Context: an optimization exercise on an open-source flow, tuned for small area. The choices shown serve that exercise and are no tape-out recipe. RTL that was checked went through simulation tests only; none was proved equivalent to the original. Power is estimated from default activity; no workload was simulated.

==> quartz <==
==> flow/design.v <==
module perf_snapshot_unit #(
  parameter int CNT_W = 32
) (
  input  logic             clk,
  input  logic             rst_n,
  input  logic             snap_req,
  input  logic             delta_mode,
  input  logic [CNT_W-1:0] hits,
  input  logic [CNT_W-1:0] misses,
  input  logic [CNT_W-1:0] evictions,
  input  logic [CNT_W-1:0] dirty_evictions,
  input  logic [CNT_W-1:0] predictor_hits,
  input  logic [CNT_W-1:0] predictor_misses,
  input  logic [CNT_W-1:0] stale_events,
  output logic             out_valid,
  input  logic             out_ready,
  output logic [CNT_W-1:0] out_data,
  output logic             out_last,
  output logic [2:0]       out_index,
  output logic             busy,
  output logic [7:0]       drop_count
);
  typedef enum logic [1:0] {IDLE, HDR, DATA} state_t;
  state_t state, state_nx;
  logic [2:0] idx, idx_nx;
  logic [6:0][CNT_W-1:0] cur, prev, pay;
  logic [15:0] seq, hdr_seq;
  logic delta_q, accept, xfer;
  assign cur = {stale_events, predictor_misses, predictor_hits, dirty_evictions,
                evictions, misses, hits};
  assign xfer = out_valid && out_ready;
  assign accept = snap_req && (state == IDLE || (out_last && out_ready));
  always_comb begin
    state_nx = state;
    idx_nx = idx;
    if (accept) begin
      state_nx = HDR;
      idx_nx = 3'd0;
    end else if (xfer) begin
      state_nx = (idx == 3'd7) ? IDLE : DATA;
      idx_nx = idx + 3'd1;
    end
  end
  always_comb begin
    out_valid = state != IDLE;
    busy = state != IDLE;
    out_index = idx;
    out_last = state == DATA && idx == 3'd7;
    out_data = state == HDR ? {8'hA5, 4'd7, 3'b000, delta_q, hdr_seq} :
               state == DATA ? pay[idx - 3'd1] : '0;
  end
  always_ff @(posedge clk or negedge rst_n) begin
    if (!rst_n) begin
      state <= IDLE;
      idx <= '0;
    end else begin
      state <= state_nx;
      idx <= idx_nx;
    end
  end
  always_ff @(posedge clk or negedge rst_n) begin
    if (!rst_n) begin
      prev <= '0;
      pay <= '0;
      seq <= '0;
      hdr_seq <= '0;
      delta_q <= 1'b0;
      drop_count <= '0;
    end else begin
      if (accept) begin
        for (int i = 0; i < 7; i++) pay[i] <= delta_mode ? cur[i] - prev[i] : cur[i];
        prev <= cur;
        delta_q <= delta_mode;
        hdr_seq <= seq;
        seq <= seq + 16'd1;
      end else if (snap_req && drop_count != 8'hFF) begin
        drop_count <= drop_count + 8'd1;
      end
    end
  end
endmodule
==> flow/run.sh <==
#!/bin/bash
# synth_recipe.tcl (not shown) runs the flow's synth.tcl, then flattens the netlist and writes it again
# the make line also repeats each setting of config.mk as NAME=value (left out here)
make -C /OpenROAD-flow-scripts/flow DESIGN_CONFIG=/design/flow/config.mk WORK_HOME=/design/flow/orfs CLKGATE_MAP_FILE= SYNTH_SCRIPT=/design/flow/synth_recipe.tcl finish
==> flow/config.mk <==
export PLATFORM = sky130hd
export DESIGN_NAME = perf_snapshot_unit
export DESIGN_NICKNAME = perf_snapshot_unit
export VERILOG_FILES = /design/flow/design.v
export SDC_FILE = /design/flow/constraint.sdc
export NUM_CORES = 4
export LEC_CHECK = 0
export CAP_MARGIN = 20
export CORE_MARGIN = 2
export CORE_UTILIZATION = 40
export SLEW_MARGIN = 20
==> flow/constraint.sdc <==
create_clock -name core_clock -period 6.0 [get_ports {clk}]
set_input_delay 1.2000 -clock core_clock [delete_from_list [all_inputs] [get_ports {clk}]]
set_output_delay 1.2000 -clock core_clock [all_outputs]
set_load 0.01 [all_outputs]
==> juniper: changes against quartz <==
==> flow/design.v, changed modules only <==
module perf_snapshot_unit #(
  parameter int CNT_W = 32
) (
  input  logic             clk,
  input  logic             rst_n,
  input  logic             snap_req,
  input  logic             delta_mode,
  input  logic [CNT_W-1:0] hits,
  input  logic [CNT_W-1:0] misses,
  input  logic [CNT_W-1:0] evictions,
  input  logic [CNT_W-1:0] dirty_evictions,
  input  logic [CNT_W-1:0] predictor_hits,
  input  logic [CNT_W-1:0] predictor_misses,
  input  logic [CNT_W-1:0] stale_events,
  output logic             out_valid,
  input  logic             out_ready,
  output logic [CNT_W-1:0] out_data,
  output logic             out_last,
  output logic [2:0]       out_index,
  output logic             busy,
  output logic [7:0]       drop_count
);
  logic [6:0][CNT_W-1:0] cur, cap, old;
  logic valid_q, first_n, zold, delta_q, accept, xfer, sub_en;
  logic [7:0] oh;   
  logic [15:0] seq;
  logic [CNT_W-1:0] a_word, b_word;
  assign cur = {stale_events, predictor_misses, predictor_hits, dirty_evictions,
                evictions, misses, hits};
  assign xfer = valid_q && out_ready;
  assign accept = snap_req && (!valid_q || (oh[7] && out_ready));
  always_ff @(posedge clk or negedge rst_n) begin
    if (!rst_n) begin
      valid_q <= 1'b0;
      first_n <= 1'b0;
      drop_count <= '0;
    end else begin
      if (accept) begin
        valid_q <= 1'b1;
        first_n <= 1'b1;
      end else begin
        if (xfer && oh[7]) valid_q <= 1'b0;
        if (snap_req && drop_count != 8'hFF) drop_count <= drop_count + 8'd1;
      end
    end
  end
  always_ff @(posedge clk) begin
    if (accept) begin
      cap <= cur;
      old <= cap;
      zold <= !first_n;
      delta_q <= delta_mode;
      seq <= first_n ? seq + 16'd1 : 16'd0;
      oh <= 8'd1;
    end else if (xfer) begin
      oh <= {oh[6:0], oh[7]};
    end
  end
  assign sub_en = delta_q && !zold;
  logic [7:0] sel;
  always_comb begin
    sel = oh;
    a_word = {8'hA5, 4'd7, 3'b000, delta_q, seq} & {CNT_W{sel[0]}};
    b_word = '0;
    for (int k = 0; k < 7; k++) begin
      a_word = a_word | (cap[k] & {CNT_W{sel[k+1]}});
      b_word = b_word | (old[k] & {CNT_W{sel[k+1] & sub_en}});
    end
  end
  assign out_valid = valid_q;
  assign busy = valid_q;
  assign out_index = {oh[4] | oh[5] | oh[6] | oh[7], oh[2] | oh[3] | oh[6] | oh[7],
                     oh[1] | oh[3] | oh[5] | oh[7]};
  assign out_last = valid_q && oh[7];
  assign out_data = a_word - b_word;
endmodule
==> flow/flow/run.sh (new file) <==
#!/bin/bash
# Standard layout with smallest port buffers and a lighter clock tree
# (no dummy loads, clkbuf_8 leaf clusters).
export BUFFER_PORTS_ARGS="-buffer_cell sky130_fd_sc_hd__buf_1"
export CTS_ARGS="-sink_clustering_enable -repair_clock_nets -dont_use_dummy_load -buf_list {sky130_fd_sc_hd__clkbuf_8} -sink_clustering_size 16 -sink_clustering_max_diameter 50"
bash standard.sh > standard.log 2>&1
==> flow/standard.sh (new file) <==
#!/bin/bash
# synth_recipe.tcl (not shown) runs the flow's synth.tcl, then flattens the netlist and writes it again
# the make line also repeats each setting of config.mk as NAME=value (left out here)
make -C /OpenROAD-flow-scripts/flow DESIGN_CONFIG=/design/flow/config.mk WORK_HOME=/design/flow/orfs CLKGATE_MAP_FILE= SYNTH_SCRIPT=/design/flow/synth_recipe.tcl "${@:-finish}"
--- a/flow/config.mk
+++ b/flow/config.mk
@@ -5,7 +5,7 @@
 export SDC_FILE = /design/flow/constraint.sdc
 export NUM_CORES = 4
 export LEC_CHECK = 0
-export CAP_MARGIN = 20
+export CAP_MARGIN = 0
 export CORE_MARGIN = 2
-export CORE_UTILIZATION = 40
-export SLEW_MARGIN = 20
+export CORE_UTILIZATION = 65
+export SLEW_MARGIN = 0
removed: flow/run.sh
==> zinc: changes against quartz <==
==> flow/design.v, changed modules only <==
module perf_snapshot_unit #(
  parameter int CNT_W = 32
) (
  input  logic             clk,
  input  logic             rst_n,
  input  logic             snap_req,
  input  logic             delta_mode,
  input  logic [CNT_W-1:0] hits,
  input  logic [CNT_W-1:0] misses,
  input  logic [CNT_W-1:0] evictions,
  input  logic [CNT_W-1:0] dirty_evictions,
  input  logic [CNT_W-1:0] predictor_hits,
  input  logic [CNT_W-1:0] predictor_misses,
  input  logic [CNT_W-1:0] stale_events,
  output logic             out_valid,
  input  logic             out_ready,
  output logic [CNT_W-1:0] out_data,
  output logic             out_last,
  output logic [2:0]       out_index,
  output logic             busy,
  output logic [7:0]       drop_count
);
  logic [6:0][CNT_W-1:0] cur, cap, old;
  logic valid_q, first_n, zold, delta_q, accept, xfer, sub_en;
  logic [2:0] idx;
  logic [7:0] oh;
  logic [15:0] seq;
  logic [CNT_W-1:0] a_word, b_word;
  assign cur = {stale_events, predictor_misses, predictor_hits, dirty_evictions,
                evictions, misses, hits};
  assign xfer = valid_q && out_ready;
  assign accept = snap_req && (!valid_q || (idx == 3'd7 && out_ready));
  always_ff @(posedge clk or negedge rst_n) begin
    if (!rst_n) begin
      valid_q <= 1'b0;
      first_n <= 1'b0;
      drop_count <= '0;
    end else begin
      if (accept) begin
        valid_q <= 1'b1;
        first_n <= 1'b1;
      end else begin
        if (xfer && idx == 3'd7) valid_q <= 1'b0;
        if (snap_req && drop_count != 8'hFF) drop_count <= drop_count + 8'd1;
      end
    end
  end
  always_ff @(posedge clk) begin
    if (accept) begin
      cap <= cur;
      old <= cap;
      zold <= !first_n;
      delta_q <= delta_mode;
      seq <= first_n ? seq + 16'd1 : 16'd0;
      idx <= 3'd0;
      oh <= 8'd1;
    end else if (xfer) begin
      idx <= idx + 3'd1;
      oh <= {oh[6:0], oh[7]};
    end
  end
  assign sub_en = delta_q && !zold;
  logic [7:0] sel;
  always_comb begin
    sel = oh;
    a_word = {8'hA5, 4'd7, 3'b000, delta_q, seq} & {CNT_W{sel[0]}};
    b_word = '0;
    for (int k = 0; k < 7; k++) begin
      a_word = a_word | (cap[k] & {CNT_W{sel[k+1]}});
      b_word = b_word | (old[k] & {CNT_W{sel[k+1] & sub_en}});
    end
  end
  assign out_valid = valid_q;
  assign busy = valid_q;
  assign out_index = idx;
  assign out_last = valid_q && idx == 3'd7;
  assign out_data = a_word - b_word;
endmodule
==> flow/flow/run.sh (new file) <==
#!/bin/bash
# Standard layout with smallest port buffers and a lighter clock tree
# (no dummy loads, clkbuf_8 leaf clusters).
export BUFFER_PORTS_ARGS="-buffer_cell sky130_fd_sc_hd__buf_1"
export CTS_ARGS="-sink_clustering_enable -repair_clock_nets -dont_use_dummy_load -buf_list {sky130_fd_sc_hd__clkbuf_8} -sink_clustering_size 22 -sink_clustering_max_diameter 40"
bash standard.sh > standard.log 2>&1
==> flow/standard.sh (new file) <==
#!/bin/bash
# synth_recipe.tcl (not shown) runs the flow's synth.tcl, then flattens the netlist and writes it again
# the make line also repeats each setting of config.mk as NAME=value (left out here)
make -C /OpenROAD-flow-scripts/flow DESIGN_CONFIG=/design/flow/config.mk WORK_HOME=/design/flow/orfs CLKGATE_MAP_FILE= SYNTH_SCRIPT=/design/flow/synth_recipe.tcl "${@:-finish}"
--- a/flow/config.mk
+++ b/flow/config.mk
@@ -5,7 +5,7 @@
 export SDC_FILE = /design/flow/constraint.sdc
 export NUM_CORES = 4
 export LEC_CHECK = 0
-export CAP_MARGIN = 20
+export CAP_MARGIN = 0
 export CORE_MARGIN = 2
-export CORE_UTILIZATION = 40
-export SLEW_MARGIN = 20
+export CORE_UTILIZATION = 65
+export SLEW_MARGIN = 0
removed: flow/run.sh
==> comparison table <==
Placed wire-length estimate: quartz 85400 um; juniper 32000 um; zinc 30300 um
#MultiIn Comb: quartz 3019; juniper 640; zinc 621
WL per Instance: quartz 21.4 um; juniper 25.6 um; zinc 25.5 um
Remaining max-slew budget at the tightest pin: quartz 34.4%; juniper 52.9%; zinc 27.0%
CTS sink cnt: quartz 494; juniper 484; zinc 487
Hold path startpoint: quartz seq[15]; juniper cap[43]; zinc cap[185]
Utilization after layout: quartz 47.1%; juniper 72.8%; zinc 74.0%
Maximum single-stage delay on the critical path: quartz 680 ps; juniper 580 ps; zinc 400 ps
Initial detailed-routing violation count: quartz 2568; juniper 1839; zinc 2087
Area growth, synth to finish: quartz 17.1%; juniper 11.1%; zinc 11.3%
Clock net power: quartz 3.74 mW; juniper 1.62 mW; zinc 1.73 mW
Status: quartz complete, no violations; juniper complete, no violations; zinc complete, no violations
Register-to-Register Setup Slack: quartz 2580 ps; juniper 3510 ps; zinc 3470 ps
Total power: quartz 23.4 mW; juniper 11.7 mW; zinc 13.5 mW
Total buffers and inverters traversed by the critical path: quartz 3; juniper 2; zinc 2
Die outline area: quartz 86100 um2; juniper 31000 um2; zinc 30900 um2
Number of rows created at floorplan: quartz 106; juniper 63; zinc 62
Via density per instance: quartz 5.56; juniper 6.66; zinc 6.61
Placeable Area: quartz 83300 um2; juniper 29400 um2; zinc 28900 um2
Tap cell instance count: quartz 1080; juniper 390; zinc 384
Part of the total power dissipated in sequential elements: quartz 26.0%; juniper 39.2%; zinc 31.6%
Clock-pin transition on the worst setup and hold timing paths: quartz 60 ps; juniper 100 ps; zinc 80 ps
Worst Path Max Fanout: quartz 36; juniper 18; zinc 18
Routed length on met1: quartz 50000 um; juniper 17600 um; zinc 18300 um
The RTL of juniper was laid out without a check of its function.

-- afterwards: timing with drivers on the ports --
The flow's constraints put no driver on any port. The routed layouts listed below were extracted and timed again, unchanged, in two steps. Step 1 (the two cells are an assumption about what drives the block):
set clk [get_ports {clk}]
set_driving_cell -lib_cell sky130_fd_sc_hd__clkbuf_16 $clk
set_driving_cell -lib_cell sky130_fd_sc_hd__buf_2 [delete_from_list [all_inputs] $clk]
Step 2 also shifts input and output timing later by t, the mid clock arrival at the registers, as if the neighbouring blocks saw the same clock. Slacks: no drivers / after step 1 / after step 2; pairs: no drivers / after step 1.
run | shift t [ns] | setup slack, ns | worst hold slack (ns) | worst setup path after step 2
quartz | 0.695 | 0.639 / 0.571 / 1.266 | 0.474 / 0.474 / 0.474 | register to output
juniper | 0.599 | 0.219 / 0.170 / 0.769 | 0.439 / 0.439 / 0.439 | register to output
zinc | 0.613 | 0.244 / 0.200 / 0.813 | 0.408 / 0.408 / 0.408 | register to output
After both steps setup and hold are still met in every run listed.
